What follows belongs to an exercise in optimizing a design on an open flow for small area, a short achievable clock period and few clock cycles; a production flow would make more cautious choices.
The RTL was checked by simulation tests, not by an equivalence proof against the original design.

==> job 4156 <==
## array_insert_delete_at_position_unit
module array_insert_delete_at_position_unit (
  input  logic                                clk,
  input  logic                                rst_n,
  input  logic                                in_valid,
  output logic                                in_ready,
  input  logic                                in_op,
  input  logic [aidp_pkg::POS_W-1:0]          in_position,
  input  logic signed [aidp_pkg::DATA_W-1:0]  in_value,
  output logic                                out_valid,
  input  logic                                out_ready,
  output logic [aidp_pkg::STAT_W-1:0]         out_status,
  output logic signed [aidp_pkg::DATA_W-1:0]  out_element,
  output logic                                out_last
);
clock: 5.0 ns
lec_check: 0
cap_margin: 20
core_margin: 2
core_utilization: 45
place_density: 0.6
setup_slack_margin: 2.4
slew_margin: 20
run.sh (not shown) runs the stock make flow with config.mk's settings and CLKGATE_MAP_FILE= SYNTH_SCRIPT=/design/flow/synth_recipe.tcl, a recipe that flattens the netlist after the stock synthesis.
==> job 1029: changes against job 4156 <==
--- a/flow/design.v
+++ b/flow/design.v
@@ -28,33 +28,36 @@
   output logic                                out_last
 );
   localparam int W = aidp_pkg::DATA_W;
   localparam logic [2:0] M_FRONT = 3'd0;    
   localparam logic [2:0] M_INS   = 3'd1;    
   localparam logic [2:0] M_DEL   = 3'd2;    
   localparam logic [2:0] M_ROT   = 3'd3;    
   logic [W-1:0] chain [aidp_pkg::CAPACITY];
-  logic [4:0]   tap;
+  localparam int NT = 18;             
+  logic [NT-1:0] tap;                  
+  logic          e31;                  
   logic [2:0]   mode;
   logic [5:0]   cnt;                   
   logic [4:0]   c;                     
   logic [5:0]   pp;                    
   logic         owe;
   logic [4:0]   ko;                    
   logic         errp;
   logic [2:0]   errs;
   logic         cb_v, ins_pend, in_ready_r;
   logic         cb_op;
   logic [5:0]   cb_pos;
   logic [W-1:0] cb_val;
   logic         d_single, d_empty, d_p1, d_p2, d_p3;
   logic [2:0]   d_stat;
   logic         f_z, f_1, f_2;         
   logic         f_tlo;                 
+  logic         f_15, f_16;            
   logic         f_eq;                  
   logic         f_skip;                
   logic         f_end;                 
   logic         f_m;                   
   logic         out_valid_r;
   logic [2:0]   out_status_r;
   logic [W-1:0] out_element_r;
   logic         out_last_r;
@@ -68,94 +71,119 @@
   logic take_empty;
   assign take_single = cb_v && d_single && !errp && (!d_empty || (front && !owe));
   assign take_empty  = take_single && d_empty;
   logic in_ins, in_del, in_rot, is_dskip, el, hold, skip, pass_end;
   logic [4:0] idx;
   assign in_ins   = start_ins || (mode == M_INS);
   assign in_del   = (start_del && !d_p1) || (mode == M_DEL);
   assign is_dskip = start_del && d_p1;    
-  assign in_rot   = (mode == M_ROT) || (front && !start && (owe || (f_tlo && !f_z && !take_empty)));
+  assign in_rot   = (mode == M_ROT) ||
+                    (front && !start && (owe || ((f_tlo || (e31 && f_16)) && !f_z && !take_empty)));
   assign el       = in_ins || in_del || in_rot;         
   assign idx      = front ? 5'd0 : c;
   assign hold     = start ? (start_ins && d_p1) : ((mode == M_INS) && f_eq);
   assign skip     = start ? (start_del && d_p2) : ((mode == M_DEL) && f_skip);
   assign pass_end = start_ins ? f_z :
                     start_del ? (f_2 && !d_p1) :
                     front     ? (in_rot && f_1) :
                     f_end;
   logic [W-1:0] y;
-  assign y = hold ? cb_val : chain[tap];
+  logic [W-1:0] x;
+  always_comb begin
+    x = '0;
+    for (int j = 0; j < NT; j++) x = x | (chain[j] & {W{tap[j]}});
+  end
+  assign y = hold ? cb_val : x;
+  logic grow, shrink, e31_eff;
+  assign grow    = start_ins && !e31 && f_15;
+  assign shrink  = start_del && e31 && f_16;
+  assign e31_eff = grow ? 1'b1 : (shrink ? 1'b0 : e31);
   always_ff @(posedge clk) chain[aidp_pkg::CAPACITY-1] <= y;
   for (genvar i = 0; i < aidp_pkg::CAPACITY - 1; i++) begin : g_chain
-    always_ff @(posedge clk) chain[i] <= chain[i + 1];
+    if (i == 15) begin : g_entry
+      always_ff @(posedge clk) chain[i] <= e31_eff ? chain[i + 1] : y;
+    end else begin : g_shift
+      always_ff @(posedge clk) chain[i] <= chain[i + 1];
+    end
   end
   logic out_free, prod_el, prod_err, el_last;
   logic [5:0] cnt_n;
   assign cnt_n    = start_ins  ? cnt + 6'd1 :
                     start_del  ? cnt - 6'd1 :
                     take_empty ? 6'd0 : cnt;
   assign out_free = !out_valid_r || out_ready;
   assign el_last  = pass_end;
   assign prod_el  = out_free && el && (start || (owe && (front ? (ko == 5'd0) : f_m)));
   assign prod_err = out_free && errp && !owe;
   logic cb_busy_n, ins_pend_n;
   assign take        = in_valid && in_ready_r;
   assign ins_pend_n  = (start_ins && !d_p1) || (ins_pend && !hold);
   assign cb_busy_n   = take || (cb_v && !start && !take_single) || ins_pend_n;
-  logic [4:0] tap_end;
-  logic       tlo_end;
+  logic          in_rot_c, pe_c, hold_c, skip_c, park_c;
+  logic [NT-1:0] tap_si, tap_sd, tap_c, tap_end;
+  logic          tlo_si, tlo_sd, tlo_c, tlo_end;
+  assign in_rot_c = (mode == M_ROT) ||
+                    (front && (owe || ((f_tlo || (e31 && f_16)) && !f_z && !take_empty)));
+  assign pe_c     = front ? (in_rot_c && f_1) : f_end;
+  assign hold_c   = (mode == M_INS) && f_eq;
+  assign skip_c   = (mode == M_DEL) && f_skip;
+  assign park_c   = front && !in_rot_c && !f_z;
   always_comb begin
-    if (start_ins) begin
-      tap_end = 5'(6'd31 - cnt);
-      tlo_end = (cnt >= 6'd30);
-    end else if (start_del) begin
-      tap_end = 5'(6'd33 - cnt);
-      tlo_end = 1'b0;
-    end else begin
-      tap_end = 5'(6'd32 - cnt);
-      tlo_end = (cnt >= 6'd31);
-    end
-  end
-  logic f_z_n, f_1_n, f_2_n, tlo_n, f_eq_n, f_skip_n, f_end_n, f_m_n;
+    for (int j = 0; j < NT; j++) tap_end[j] = e31 ? (cnt == 6'(32 - j)) : (cnt == 6'(16 - j));
+    tlo_end = e31 ? (cnt >= 6'd31) : (cnt >= 6'd15);
+    if (f_z)       tap_si = NT'(1) << 15;
+    else if (d_p1) tap_si = {1'b0, tap[NT-1:1]};
+    else           tap_si = tap;
+    tlo_si = f_z ? 1'b0 : (d_p1 ? |tap[2:0] : f_tlo);
+    if (f_2 && !d_p1) tap_sd = NT'(1) << 15;
+    else if (d_p2)    tap_sd = {tap[NT-2:0], 1'b0};
+    else              tap_sd = tap;
+    tlo_sd = (f_2 && !d_p1) || d_p2 ? 1'b0 : f_tlo;
+    if (pe_c)                  tap_c = tap_end;
+    else if (hold_c || park_c) tap_c = {1'b0, tap[NT-1:1]};
+    else if (skip_c)           tap_c = {tap[NT-2:0], 1'b0};
+    else                       tap_c = tap;
+    if (pe_c)                  tlo_c = tlo_end;
+    else if (hold_c || park_c) tlo_c = |tap[2:0];
+    else if (skip_c)           tlo_c = 1'b0;
+    else                       tlo_c = f_tlo;
+  end
+  logic f_z_n, f_1_n, f_2_n, f_15_n, f_16_n, tlo_n, f_eq_n, f_skip_n, f_end_n, f_m_n;
   logic park;
   logic [5:0] c2;
   assign park = front && !start && !in_rot && !f_z;
   assign c2   = {1'b0, c} + 6'd2;
   always_comb begin
     f_z_n = start_ins ? 1'b0 : (take_empty ? 1'b1 : f_z);
     f_1_n = start_ins ? f_z : (start_del ? f_2 : (take_empty ? 1'b0 : f_1));
     f_2_n = start_ins ? f_1 : (start_del ? (cnt == 6'd3) : (take_empty ? 1'b0 : f_2));
-    if (pass_end)        tlo_n = tlo_end;
-    else if (hold || park) tlo_n = (tap < 5'd3);
-    else if (skip)       tlo_n = (tap == 5'd0);
-    else                 tlo_n = f_tlo;
+    f_15_n = start_ins ? (cnt == 6'd14) : (start_del ? f_16 : (take_empty ? 1'b0 : f_15));
+    f_16_n = start_ins ? f_15 : (start_del ? (cnt == 6'd17) : (take_empty ? 1'b0 : f_16));
+    tlo_n = !start ? tlo_c : ((cb_op == aidp_pkg::OP_INSERT) ? tlo_si : tlo_sd);
     if (start_ins)      f_end_n = f_1;
     else if (is_dskip)  f_end_n = f_2;
     else if (start_del) f_end_n = (cnt == 6'd3);
     else if (front)     f_end_n = f_2;
     else                f_end_n = (c2 == cnt);
     f_eq_n   = start ? d_p2 : (c2 == pp + 6'd1);
     f_skip_n = start ? (start_del && !d_p1 && d_p3) : (c2 == pp);
     if (prod_el)    f_m_n = 1'b1;
     else if (start) f_m_n = is_dskip;
     else if (front) f_m_n = (ko == 5'd1);
     else            f_m_n = (ko == c + 5'd1);
   end
-  logic [4:0] tap_n, c_n;
+  logic [NT-1:0] tap_n;
+  logic [4:0]  c_n;
   logic [2:0] mode_n;
   logic [5:0] pp_n;
   logic [4:0] ko_n;
   logic       owe_n;
   always_comb begin
-    if (pass_end)                                   tap_n = tap_end;
-    else if (hold)                                  tap_n = tap - 5'd1;
-    else if (skip)                                  tap_n = tap + 5'd1;
-    else if (park)                                  tap_n = tap - 5'd1;    
-    else                                            tap_n = tap;
+    tap_n = !start ? tap_c : ((cb_op == aidp_pkg::OP_INSERT) ? tap_si : tap_sd);
     c_n = idx + 5'd1;
     if (pass_end) begin
       mode_n = M_FRONT;
     end else if (front) begin
       if (start_ins)      mode_n = M_INS;
       else if (is_dskip)  begin
         mode_n = M_DEL;
         c_n    = 5'd0;
@@ -177,31 +205,37 @@
     end else begin
       owe_n = owe;
       ko_n  = ko;
     end
   end
   always_ff @(posedge clk) begin
     if (!rst_n) begin
       mode        <= M_FRONT;
-      tap         <= 5'd31;
+      tap         <= NT'(1);
+      e31         <= 1'b0;
+      f_15        <= 1'b0;
+      f_16        <= 1'b0;
       cnt         <= 6'd0;
       owe         <= 1'b0;
       errp        <= 1'b0;
       cb_v        <= 1'b0;
       ins_pend    <= 1'b0;
       in_ready_r  <= 1'b1;
       out_valid_r <= 1'b0;
       f_z         <= 1'b1;
       f_1         <= 1'b0;
       f_2         <= 1'b0;
       f_tlo       <= 1'b0;
     end else begin
       mode       <= mode_n;
       tap        <= tap_n;
+      e31        <= e31_eff;
+      f_15       <= f_15_n;
+      f_16       <= f_16_n;
       cnt        <= cnt_n;
       owe        <= owe_n;
       cb_v       <= take || (cb_v && !start && !take_single);
       ins_pend   <= ins_pend_n;
       in_ready_r <= !cb_busy_n;
       f_z   <= f_z_n;
       f_1   <= f_1_n;
       f_2   <= f_2_n;
@@ -257,24 +291,26 @@
           d_single <= 1'b0;
           d_empty  <= 1'b0;
           d_stat   <= aidp_pkg::ST_EMPTY;
         end
       end
     end
   end
   always_ff @(posedge clk) begin
-    if (prod_el) begin
-      out_status_r  <= aidp_pkg::ST_ELEMENT;
-      out_element_r <= y;
-      out_last_r    <= el_last;
-    end else if (prod_err) begin
-      out_status_r  <= errs;
-      out_element_r <= '0;
-      out_last_r    <= 1'b1;
+    if (out_free) begin
+      if (prod_err) begin
+        out_status_r  <= errs;
+        out_element_r <= '0;
+        out_last_r    <= 1'b1;
+      end else begin
+        out_status_r  <= aidp_pkg::ST_ELEMENT;
+        out_element_r <= y;
+        out_last_r    <= el_last;
+      end
     end
   end
   assign in_ready    = in_ready_r;
   assign out_valid   = out_valid_r;
   assign out_status  = out_status_r;
   assign out_element = out_element_r;
   assign out_last    = out_last_r;
 endmodule
==> flow/config.mk (replaced) <==
export PLATFORM = sky130hd
export DESIGN_NAME = array_insert_delete_at_position_unit
export DESIGN_NICKNAME = array_insert_delete_at_position_unit
export VERILOG_FILES = /design/flow/design.v
export SDC_FILE = /design/flow/constraint.sdc
export NUM_CORES = 4
export LEC_CHECK = 0
export CAP_MARGIN = 20
export CORE_MARGIN = 2
export CORE_UTILIZATION = 60
export CTS_CLUSTER_DIAMETER = 80
export CTS_CLUSTER_SIZE = 24
export PLACE_DENSITY = 0.7
export SETUP_SLACK_MARGIN = 2.82
export SLEW_MARGIN = 20
==> job 3041: changes against job 4156 <==
--- a/flow/design.v
+++ b/flow/design.v
@@ -28,17 +28,17 @@
   output logic                                out_last
 );
   localparam int W = aidp_pkg::DATA_W;
   localparam logic [2:0] M_FRONT = 3'd0;    
   localparam logic [2:0] M_INS   = 3'd1;    
   localparam logic [2:0] M_DEL   = 3'd2;    
   localparam logic [2:0] M_ROT   = 3'd3;    
   logic [W-1:0] chain [aidp_pkg::CAPACITY];
-  logic [4:0]   tap;
+  logic [31:0]  tap;                  
   logic [2:0]   mode;
   logic [5:0]   cnt;                   
   logic [4:0]   c;                     
   logic [5:0]   pp;                    
   logic         owe;
   logic [4:0]   ko;                    
   logic         errp;
   logic [2:0]   errs;
@@ -78,17 +78,22 @@
   assign idx      = front ? 5'd0 : c;
   assign hold     = start ? (start_ins && d_p1) : ((mode == M_INS) && f_eq);
   assign skip     = start ? (start_del && d_p2) : ((mode == M_DEL) && f_skip);
   assign pass_end = start_ins ? f_z :
                     start_del ? (f_2 && !d_p1) :
                     front     ? (in_rot && f_1) :
                     f_end;
   logic [W-1:0] y;
-  assign y = hold ? cb_val : chain[tap];
+  logic [W-1:0] x;
+  always_comb begin
+    x = '0;
+    for (int j = 0; j < aidp_pkg::CAPACITY; j++) x = x | (chain[j] & {W{tap[j]}});
+  end
+  assign y = hold ? cb_val : x;
   always_ff @(posedge clk) chain[aidp_pkg::CAPACITY-1] <= y;
   for (genvar i = 0; i < aidp_pkg::CAPACITY - 1; i++) begin : g_chain
     always_ff @(posedge clk) chain[i] <= chain[i + 1];
   end
   logic out_free, prod_el, prod_err, el_last;
   logic [5:0] cnt_n;
   assign cnt_n    = start_ins  ? cnt + 6'd1 :
                     start_del  ? cnt - 6'd1 :
@@ -96,65 +101,64 @@
   assign out_free = !out_valid_r || out_ready;
   assign el_last  = pass_end;
   assign prod_el  = out_free && el && (start || (owe && (front ? (ko == 5'd0) : f_m)));
   assign prod_err = out_free && errp && !owe;
   logic cb_busy_n, ins_pend_n;
   assign take        = in_valid && in_ready_r;
   assign ins_pend_n  = (start_ins && !d_p1) || (ins_pend && !hold);
   assign cb_busy_n   = take || (cb_v && !start && !take_single) || ins_pend_n;
-  logic [4:0] tap_end;
-  logic       tlo_end;
-  always_comb begin
-    if (start_ins) begin
-      tap_end = 5'(6'd31 - cnt);
-      tlo_end = (cnt >= 6'd30);
-    end else if (start_del) begin
-      tap_end = 5'(6'd33 - cnt);
-      tlo_end = 1'b0;
-    end else begin
-      tap_end = 5'(6'd32 - cnt);
-      tlo_end = (cnt >= 6'd31);
-    end
+  logic [31:0] tap_end;
+  logic        tlo_end;
+  always_comb begin
+    for (int j = 0; j < 32; j++) begin
+      if (start_ins)      tap_end[j] = (cnt == 6'(31 - j));
+      else if (start_del) tap_end[j] = (cnt == 6'(33 - j));
+      else                tap_end[j] = (cnt == 6'(32 - j));
+    end
+    if (start_ins)      tlo_end = (cnt >= 6'd30);
+    else if (start_del) tlo_end = 1'b0;
+    else                tlo_end = (cnt >= 6'd31);
   end
   logic f_z_n, f_1_n, f_2_n, tlo_n, f_eq_n, f_skip_n, f_end_n, f_m_n;
   logic park;
   logic [5:0] c2;
   assign park = front && !start && !in_rot && !f_z;
   assign c2   = {1'b0, c} + 6'd2;
   always_comb begin
     f_z_n = start_ins ? 1'b0 : (take_empty ? 1'b1 : f_z);
     f_1_n = start_ins ? f_z : (start_del ? f_2 : (take_empty ? 1'b0 : f_1));
     f_2_n = start_ins ? f_1 : (start_del ? (cnt == 6'd3) : (take_empty ? 1'b0 : f_2));
     if (pass_end)        tlo_n = tlo_end;
-    else if (hold || park) tlo_n = (tap < 5'd3);
-    else if (skip)       tlo_n = (tap == 5'd0);
+    else if (hold || park) tlo_n = |tap[2:0];
+    else if (skip)       tlo_n = 1'b0;
     else                 tlo_n = f_tlo;
     if (start_ins)      f_end_n = f_1;
     else if (is_dskip)  f_end_n = f_2;
     else if (start_del) f_end_n = (cnt == 6'd3);
     else if (front)     f_end_n = f_2;
     else                f_end_n = (c2 == cnt);
     f_eq_n   = start ? d_p2 : (c2 == pp + 6'd1);
     f_skip_n = start ? (start_del && !d_p1 && d_p3) : (c2 == pp);
     if (prod_el)    f_m_n = 1'b1;
     else if (start) f_m_n = is_dskip;
     else if (front) f_m_n = (ko == 5'd1);
     else            f_m_n = (ko == c + 5'd1);
   end
-  logic [4:0] tap_n, c_n;
+  logic [31:0] tap_n;
+  logic [4:0]  c_n;
   logic [2:0] mode_n;
   logic [5:0] pp_n;
   logic [4:0] ko_n;
   logic       owe_n;
   always_comb begin
     if (pass_end)                                   tap_n = tap_end;
-    else if (hold)                                  tap_n = tap - 5'd1;
-    else if (skip)                                  tap_n = tap + 5'd1;
-    else if (park)                                  tap_n = tap - 5'd1;    
+    else if (hold)                                  tap_n = {1'b0, tap[31:1]};
+    else if (skip)                                  tap_n = {tap[30:0], 1'b0};
+    else if (park)                                  tap_n = {1'b0, tap[31:1]};    
     else                                            tap_n = tap;
     c_n = idx + 5'd1;
     if (pass_end) begin
       mode_n = M_FRONT;
     end else if (front) begin
       if (start_ins)      mode_n = M_INS;
       else if (is_dskip)  begin
         mode_n = M_DEL;
@@ -177,17 +181,17 @@
     end else begin
       owe_n = owe;
       ko_n  = ko;
     end
   end
   always_ff @(posedge clk) begin
     if (!rst_n) begin
       mode        <= M_FRONT;
-      tap         <= 5'd31;
+      tap         <= 32'h8000_0000;
       cnt         <= 6'd0;
       owe         <= 1'b0;
       errp        <= 1'b0;
       cb_v        <= 1'b0;
       ins_pend    <= 1'b0;
       in_ready_r  <= 1'b1;
       out_valid_r <= 1'b0;
       f_z         <= 1'b1;
@@ -257,24 +261,26 @@
           d_single <= 1'b0;
           d_empty  <= 1'b0;
           d_stat   <= aidp_pkg::ST_EMPTY;
         end
       end
     end
   end
   always_ff @(posedge clk) begin
-    if (prod_el) begin
-      out_status_r  <= aidp_pkg::ST_ELEMENT;
-      out_element_r <= y;
-      out_last_r    <= el_last;
-    end else if (prod_err) begin
-      out_status_r  <= errs;
-      out_element_r <= '0;
-      out_last_r    <= 1'b1;
+    if (out_free) begin
+      if (prod_err) begin
+        out_status_r  <= errs;
+        out_element_r <= '0;
+        out_last_r    <= 1'b1;
+      end else begin
+        out_status_r  <= aidp_pkg::ST_ELEMENT;
+        out_element_r <= y;
+        out_last_r    <= el_last;
+      end
     end
   end
   assign in_ready    = in_ready_r;
   assign out_valid   = out_valid_r;
   assign out_status  = out_status_r;
   assign out_element = out_element_r;
   assign out_last    = out_last_r;
 endmodule
==> flow/config.mk (replaced) <==
export PLATFORM = sky130hd
export DESIGN_NAME = array_insert_delete_at_position_unit
export DESIGN_NICKNAME = array_insert_delete_at_position_unit
export VERILOG_FILES = /design/flow/design.v
export SDC_FILE = /design/flow/constraint.sdc
export NUM_CORES = 4
export LEC_CHECK = 0
export CAP_MARGIN = 20
export CORE_MARGIN = 2
export CORE_UTILIZATION = 60
export CTS_CLUSTER_DIAMETER = 80
export CTS_CLUSTER_SIZE = 24
export PLACE_DENSITY = 0.7
export SETUP_SLACK_MARGIN = 2.6
export SLEW_MARGIN = 20
==> results.txt <==
item                                                                         job 3041                 job 1029              job 4156
Result of the run                                                      finished clean           finished clean        finished clean
DIE AREA                                                                    58400 µm²                54200 µm²             80100 µm²
Placement Rows                                                                     87                       83                   102
CP Capture Point                                                     out_element_r[5]                 out_last     out_element_r[13]
Arrival @ worst endpoint                                                      2.81 ns                  1.33 ns               3.19 ns
CP max FO                                                                          18                        1                    24
Post-Synth XOR/XNOR Area                                                       0.930%                    1.06%                0.975%
Final nets                                                                       2746                     2413                  3066
Insertion delay of the later-clocked pin in the worst-skew pair               0.66 ns                  0.64 ns               0.71 ns
Crit path kind                                                   register to register  register to output port  register to register
Number of tap instances                                                           756                      680                  1040
Mean routed wirelength per cell                                               27.5 µm                  22.2 µm               31.8 µm
Global-route total usage across every layer                                     32.0%                    24.6%                 31.5%
Post-route worst setup slack                                                  2.59 ns                  2.67 ns               2.25 ns
Detailed-route vias per instance                                                 6.45                     5.80                  6.19
Antenna violations before repair                                                    0                        0                     4
Largest stage delay on the critical path                                      0.57 ns                  0.51 ns               0.50 ns
Non-clock buffer instance count of the final layout                               161                      176                   298
Testbench counts of job 4156, summed over its fixed seeds: cycles 40,830.
Testbench counts of job 1029, summed over its fixed seeds: cycles 41,175.
Testbench counts of job 3041, summed over its fixed seeds: cycles 40,830.

[port drivers added, routing unchanged]
No port has a modelled driver above. Below, the same layouts with a new extraction and two added sets of constraints.
Step 1, drivers: a clkbuf_16 drives clk and a buf_2 each remaining input, both assumed.
Step 2, shift: input delay + t, output delay - t, t = (earliest + latest rising clock arrival at the registers) / 2. This alone moves slack from input paths to output paths.
a / b / c = ideal ports / drivers / drivers and shift; a / b = the first two.
run | shift t [ns] | setup slack, ns | clock arrival spread, ns
job 4156 | 0.753 | 2.253 / 2.253 / 1.761 | 0.045 / 0.044
job 1029 | 0.681 | 2.673 / 2.614 / 2.179 | 0.030 / 0.030
job 3041 | 0.707 | 2.593 / 2.572 / 2.050 | 0.032 / 0.032
After both steps setup and hold are still met in every run listed. For job 3041, which loses most, drivers alone change the setup slack by -0.021 ns; drivers and shift together by -0.543 ns.
